Source: an optimization exercise on an open RTL-to-GDS flow (aim: small area, a short achievable clock period and few clock cycles). Production flows keep margins and buffers that such runs may drop. Only simulation tests tie the RTL to the original design; equivalence was not proved. No activity file was given, so power comes from the tool's default toggle rates.

==> inputs of 10-27 <==
Design bgp_message_parser_unit, start of the top module:
module bgp_message_parser_unit (
   input  logic        clock,
   input  logic        reset,
   input  logic        req_tvalid,
   output logic        req_tready,
   input  logic [7:0]  req_tdata,    
   input  logic        req_tuser,    
   output logic        rsp_tvalid,
   input  logic        rsp_tready,
   output logic [55:0] rsp_tdata,    
   output logic [4:0]  rsp_tuser,    
   output logic        rsp_tlast,    
   input  logic        csr_valid,
   output logic        csr_ready,
   input  logic [1:0]  csr_index,
   input  logic [12:0] csr_data
);
make LEC_CHECK=0 CAP_MARGIN=20 CORE_MARGIN=2 CORE_UTILIZATION=40 SETUP_SLACK_MARGIN=5.0 SLEW_MARGIN=20 finish   # period 8.5 ns
run.sh (not shown) runs the stock make flow with config.mk's settings and CLKGATE_MAP_FILE= SYNTH_SCRIPT=/design/flow/synth_recipe.tcl, a recipe that flattens the netlist after the stock synthesis.
==> 04-24 (differences from 10-27) <==
--- a/flow/design.v
+++ b/flow/design.v
@@ -157,30 +157,16 @@
             bmp_pkg::CSR_MIN_PLEN:
                min_plen_ff <= csr_data[7:0];
             default: ;
          endcase
       end
    end
-   logic lastb, quiet, need2, need0;
+   logic lastb, need2;
    assign lastb = (ph_ff != bmp_pkg::PH_IDLE) && (ph_ff != bmp_pkg::PH_MARKER) &&
                   (ph_ff != bmp_pkg::PH_LEN) && (mrem_ff == 13'd1);
-   always_comb begin
-      case (ph_ff)
-         bmp_pkg::PH_IDLE, bmp_pkg::PH_O_ID, bmp_pkg::PH_O_PVAL, bmp_pkg::PH_A_TYPE,
-         bmp_pkg::PH_AS_SEG, bmp_pkg::PH_AS_HI:
-            quiet = 1'b1;
-         bmp_pkg::PH_LEN, bmp_pkg::PH_U_WLEN, bmp_pkg::PH_U_ALEN, bmp_pkg::PH_O_ASN,
-         bmp_pkg::PH_O_HOLD, bmp_pkg::PH_U_WPFX, bmp_pkg::PH_N_PFX, bmp_pkg::PH_V_NML,
-         bmp_pkg::PH_V_AGGR, bmp_pkg::PH_A_LEN:
-            quiet = (bl_ff != 12'd1);
-         default:
-            quiet = 1'b0;
-      endcase
-   end
    assign need2 = (iu_ff && ph_ff != bmp_pkg::PH_IDLE) || lastb;
-   assign need0 = !iu_ff && quiet && !lastb;
    logic elp;
    always_comb begin
       case (ph_ff)
          bmp_pkg::PH_TYPE, bmp_pkg::PH_O_VER, bmp_pkg::PH_O_PLEN, bmp_pkg::PH_O_PLENB,
          bmp_pkg::PH_U_WPLEN, bmp_pkg::PH_N_PLEN, bmp_pkg::PH_V_ORIG, bmp_pkg::PH_AS_LO:
             elp = !iu_ff;
@@ -191,13 +177,13 @@
             elp = 1'b0;
       endcase
    end
    logic pop_ok;
    assign pop_ok = rsp_tready && !q0_ref;
    assign go = iv_ff && (!c1_ff || (!c2_ff && (pop_ok || (!need2 && !elp))) ||
-                         (c2_ff && (need0 || (pop_ok && !need2 && !elp))));
+                         (c2_ff && pop_ok));
    assign req_tready = !iv1_ff;
    always_ff @(posedge clock) begin
       if (reset) begin
          iv_ff  <= 1'b0;
          iv1_ff <= 1'b0;
       end else begin
@@ -295,15 +281,12 @@
       logic        v_ge;       
       logic [3:0]  nb;
       logic        bl1;
       logic        lenknown;
       logic        ok;
       logic [4:0]  ph_ok;      
-      logic        el;         
-      logic [4:0]  el_kind;
-      logic        el_auxb;    
       logic        er;         
       logic [3:0]  er_st;
       logic        bnd;        
       logic [3:0]  bnd_st;
       logic        mk_bad;     
       b        = ib_ff;
@@ -332,15 +315,12 @@
       clr      = 1'b0;
       bl_in    = bl_ff;
       srem_in  = srem_ff;
       auxr_in  = auxr_ff;
       kidx_in  = kidx_ff;
       ok       = 1'b0;
-      el       = 1'b0;
-      el_kind  = bmp_pkg::KIND_HEADER;
-      el_auxb  = 1'b0;
       er       = 1'b0;
       er_st    = bmp_pkg::ST_OK;
       case (ph_ff)
          bmp_pkg::PH_MARKER: begin
             if (b != bmp_pkg::MARKER_BYTE) begin
                er = 1'b1; er_st = bmp_pkg::ST_MARKER;
@@ -368,37 +348,30 @@
             clr      = 1'b1;
             auxr_in  = 16'd0;
             srem_in  = (mrem_ff < 13'd4) ? 13'd0 : mrem_ff - 13'd4;
             if (b < bmp_pkg::MT_OPEN || b > bmp_pkg::MT_LAST) begin
                er = 1'b1; er_st = bmp_pkg::ST_TYPE;
             end else begin
-               el      = 1'b1;
-               el_kind = bmp_pkg::KIND_HEADER;
-               el_auxb = 1'b1;
                bl_in   = 12'd2;
                if (b == bmp_pkg::MT_OPEN)        ph_ok = bmp_pkg::PH_O_VER;
                else if (b == bmp_pkg::MT_UPDATE) ph_ok = bmp_pkg::PH_U_WLEN;
                else                              ph_ok = bmp_pkg::PH_SKIP;
             end
          end
          bmp_pkg::PH_O_VER: begin
             srem_in = sremn;
             accx    = acc_sh;
             clr     = 1'b1;
-            el      = 1'b1;
-            el_kind = bmp_pkg::KIND_VERSION;
             ph_ok   = bmp_pkg::PH_O_ASN;
             bl_in   = 12'd2;
          end
          bmp_pkg::PH_O_ASN, bmp_pkg::PH_O_HOLD: begin
             if (ph_ff == bmp_pkg::PH_O_HOLD) srem_in = sremn;
             accx  = acc_sh;
             bl_in = bln;
             if (bl1) begin
-               el      = 1'b1;
-               el_kind = (ph_ff == bmp_pkg::PH_O_ASN) ? bmp_pkg::KIND_ASN : bmp_pkg::KIND_HOLD;
                ph_ok   = (ph_ff == bmp_pkg::PH_O_ASN) ? bmp_pkg::PH_O_HOLD : bmp_pkg::PH_O_ID;
                bl_in   = (ph_ff == bmp_pkg::PH_O_ASN) ? 12'd2 : 12'd4;
                clr     = 1'b1;
             end
          end
          bmp_pkg::PH_O_ID: begin
@@ -411,15 +384,12 @@
             clr = 1'b1;
             if (b < min_plen_ff) begin
                er = 1'b1; er_st = bmp_pkg::ST_PARAMS;
             end else if ({5'd0, b} != srem_ff) begin
                er = 1'b1; er_st = bmp_pkg::ST_LENGTH;
             end else begin
-               el      = 1'b1;
-               el_kind = bmp_pkg::KIND_BGP_ID;
-               el_auxb = 1'b1;
                srem_in = {5'd0, b};
                ph_ok   = bmp_pkg::PH_O_PTYPE;
             end
          end
          bmp_pkg::PH_O_PTYPE: begin
             if (srem_ff < 13'd2) begin
@@ -434,14 +404,12 @@
             accx    = acc_sh;
             clr     = 1'b1;
             srem_in = sremn;
             if ({5'd0, b} >= srem_ff) begin
                er = 1'b1; er_st = bmp_pkg::ST_PARAMS;
             end else begin
-               el      = 1'b1;
-               el_kind = bmp_pkg::KIND_PARAM;
                bl_in   = {4'd0, b};
                ph_ok   = (b == 8'd0) ? bmp_pkg::PH_O_PTYPE : bmp_pkg::PH_O_PVAL;
             end
          end
          bmp_pkg::PH_O_PVAL: begin
             srem_in = sremn;
@@ -472,16 +440,12 @@
                er = 1'b1; er_st = bmp_pkg::ST_PREFIX;
             end else if (ph_ff == bmp_pkg::PH_U_WPLEN && nb_ge(b, srem_ff)) begin
                er = 1'b1; er_st = bmp_pkg::ST_PREFIX;
             end else if (ph_ff == bmp_pkg::PH_N_PLEN && nb_ge(b, mrem_ff)) begin
                er = 1'b1; er_st = bmp_pkg::ST_NLRI;
             end else if (nb == 4'd0) begin
-               el      = 1'b1;
-               el_kind = (ph_ff == bmp_pkg::PH_U_WPLEN) ? bmp_pkg::KIND_WDRAWN :
-                                                          bmp_pkg::KIND_NLRI;
-               el_auxb = 1'b1;
                if (ph_ff == bmp_pkg::PH_U_WPLEN && srem_ff == 13'd1) begin
                   ph_ok   = bmp_pkg::PH_U_ALEN;
                   bl_in   = 12'd2;
                   srem_in = mrem_in;
                end
             end else begin
@@ -492,15 +456,12 @@
          bmp_pkg::PH_U_WPFX, bmp_pkg::PH_N_PFX: begin
             if (ph_ff == bmp_pkg::PH_U_WPFX) srem_in = sremn;
             accx    = acc_pf;
             kidx_in = kidx_ff + 2'd1;
             bl_in   = bln;
             if (bl1) begin
-               el      = 1'b1;
-               el_kind = (ph_ff == bmp_pkg::PH_U_WPFX) ? bmp_pkg::KIND_WDRAWN :
-                                                         bmp_pkg::KIND_NLRI;
                clr     = 1'b1;
                bl_in   = 12'd2;
                if (ph_ff == bmp_pkg::PH_U_WPFX && srem_ff == 13'd1) srem_in = mrem_in;
                if (ph_ff == bmp_pkg::PH_N_PFX)  ph_ok = bmp_pkg::PH_N_PLEN;
                else if (srem_ff == 13'd1)       ph_ok = bmp_pkg::PH_U_ALEN;
                else                             ph_ok = bmp_pkg::PH_U_WPLEN;
@@ -541,15 +502,12 @@
             if (bl1) begin
                bl_in = v[11:0];
                clr   = 1'b1;
                if (v_ge) begin
                   er = 1'b1; er_st = bmp_pkg::ST_ATTR;
                end else if (v == 16'd0) begin
-                  el      = 1'b1;
-                  el_kind = (auxr_ff[7:0] == bmp_pkg::AT_ATOMIC) ? bmp_pkg::KIND_ATOMIC :
-                                                                   bmp_pkg::KIND_EMPTY;
                   ph_ok   = (srem_ff == 13'd1) ? bmp_pkg::PH_N_PLEN : bmp_pkg::PH_A_FLAGS;
                end else if (auxr_ff[7:0] == bmp_pkg::AT_ATOMIC) begin
                   er = 1'b1; er_st = bmp_pkg::ST_ATOMIC;
                end else begin
                   case (auxr_ff[7:0])
                      bmp_pkg::AT_ORIGIN:  ok = (v == 16'd1);
@@ -577,28 +535,20 @@
          bmp_pkg::PH_AS_CNT, bmp_pkg::PH_AS_HI, bmp_pkg::PH_AS_LO: begin
             srem_in = sremn;
             bl_in   = bln;
             accx    = acc_sh;
             case (ph_ff)
                bmp_pkg::PH_V_ORIG: begin
-                  el      = 1'b1;
-                  el_kind = bmp_pkg::KIND_ORIGIN;
                end
                bmp_pkg::PH_V_NML: begin
-                  el      = bl1;
-                  el_kind = (auxr_ff[7:0] == bmp_pkg::AT_NHOP) ? bmp_pkg::KIND_NHOP :
-                            (auxr_ff[7:0] == bmp_pkg::AT_MED)  ? bmp_pkg::KIND_MED :
-                                                                 bmp_pkg::KIND_LPREF;
                end
                bmp_pkg::PH_V_AGGR: begin
                   if (bl_ff == 12'd5) begin
                      auxr_in = acc_sh[15:0];
                      clr     = 1'b1;
                   end
-                  el      = bl1;
-                  el_kind = bmp_pkg::KIND_AGGR;
                end
                bmp_pkg::PH_AS_SEG: begin
                   auxr_in = {8'd0, b};
                   ph_ok   = bmp_pkg::PH_AS_CNT;
                end
                bmp_pkg::PH_AS_CNT: begin
@@ -609,14 +559,12 @@
                   end
                end
                bmp_pkg::PH_AS_HI: begin
                   ph_ok = bmp_pkg::PH_AS_LO;
                end
                default: begin   
-                  el      = 1'b1;
-                  el_kind = bmp_pkg::KIND_PATH;
                   clr     = 1'b1;
                   ph_ok   = bmp_pkg::PH_AS_HI;
                end
             endcase
             if (bl1) ph_ok = (srem_ff == 13'd1) ? bmp_pkg::PH_N_PLEN : bmp_pkg::PH_A_FLAGS;
          end
Settings changed: CORE_UTILIZATION 40 to 50, PLACE_DENSITY set to 0.75, TNS_END_PERCENT set to 5.
==> summary.md <==
| Metric | Value |
|---|---|
| Core area | 29720 µm² |
| CP endpoint | c2_ff$_SDFF_PP0_ |
| Cell Area, Synth | 15140 µm² |
| Final non-clock buffer share | 8.787% |
| Final core utilization | 61.05% |
| Status | complete, no violations |
| Site Rows | 63 |
| Met1 wire length | 20790 µm |
| Sequential power share | 47.7% |
the above is filed under 04-24

==> summary.md <==
| Metric | Value |
|---|---|
| DPL Wire Length | 40150 µm |
| Buffers excl. clock | 197 |
| Status | complete, no violations |
| Final non-clock buffer share | 10.28% |
| Cell Area, Synth | 15620 µm² |
| GP Congestion | 1.013 |
| Met1 wire length | 23200 µm |
| Core area | 38560 µm² |
| Sequential power share | 44.2% |
| Site Rows | 72 |
the above is filed under 10-27

Testbench counts of 10-27, summed over its fixed seeds: cycles 123,666.
Testbench counts of 04-24, summed over its fixed seeds: cycles 123,666.

## separate check: timing with driven ports
The flow's constraints put no driver on any port. The routed layouts listed below were extracted and timed again, unchanged, in two steps. Step 1, drivers: a clkbuf_16 drives clock and a buf_2 each remaining input, both assumed. Step 2 times the ports against the registers' clock, not the clock port: input delays grow and output delays shrink by t, the midpoint of the rising clock arrivals with the driver on. a / b / c = ideal ports / drivers / drivers and shift; a / b = the first two.
| run | t, ns | setup WS [ns] | hold slack, ns |
|---|---|---|---|
| 10-27 | 0.615 | 4.659 / 4.659 / 4.610 | 0.495 / 0.495 / 0.495 |
| 04-24 | 0.585 | 4.860 / 4.860 / 4.352 | 0.495 / 0.495 / 0.495 |
After both steps every run listed still meets setup and hold. For 04-24, which loses most, drivers alone change the setup slack by 0.000 ns; drivers and shift together by -0.508 ns.
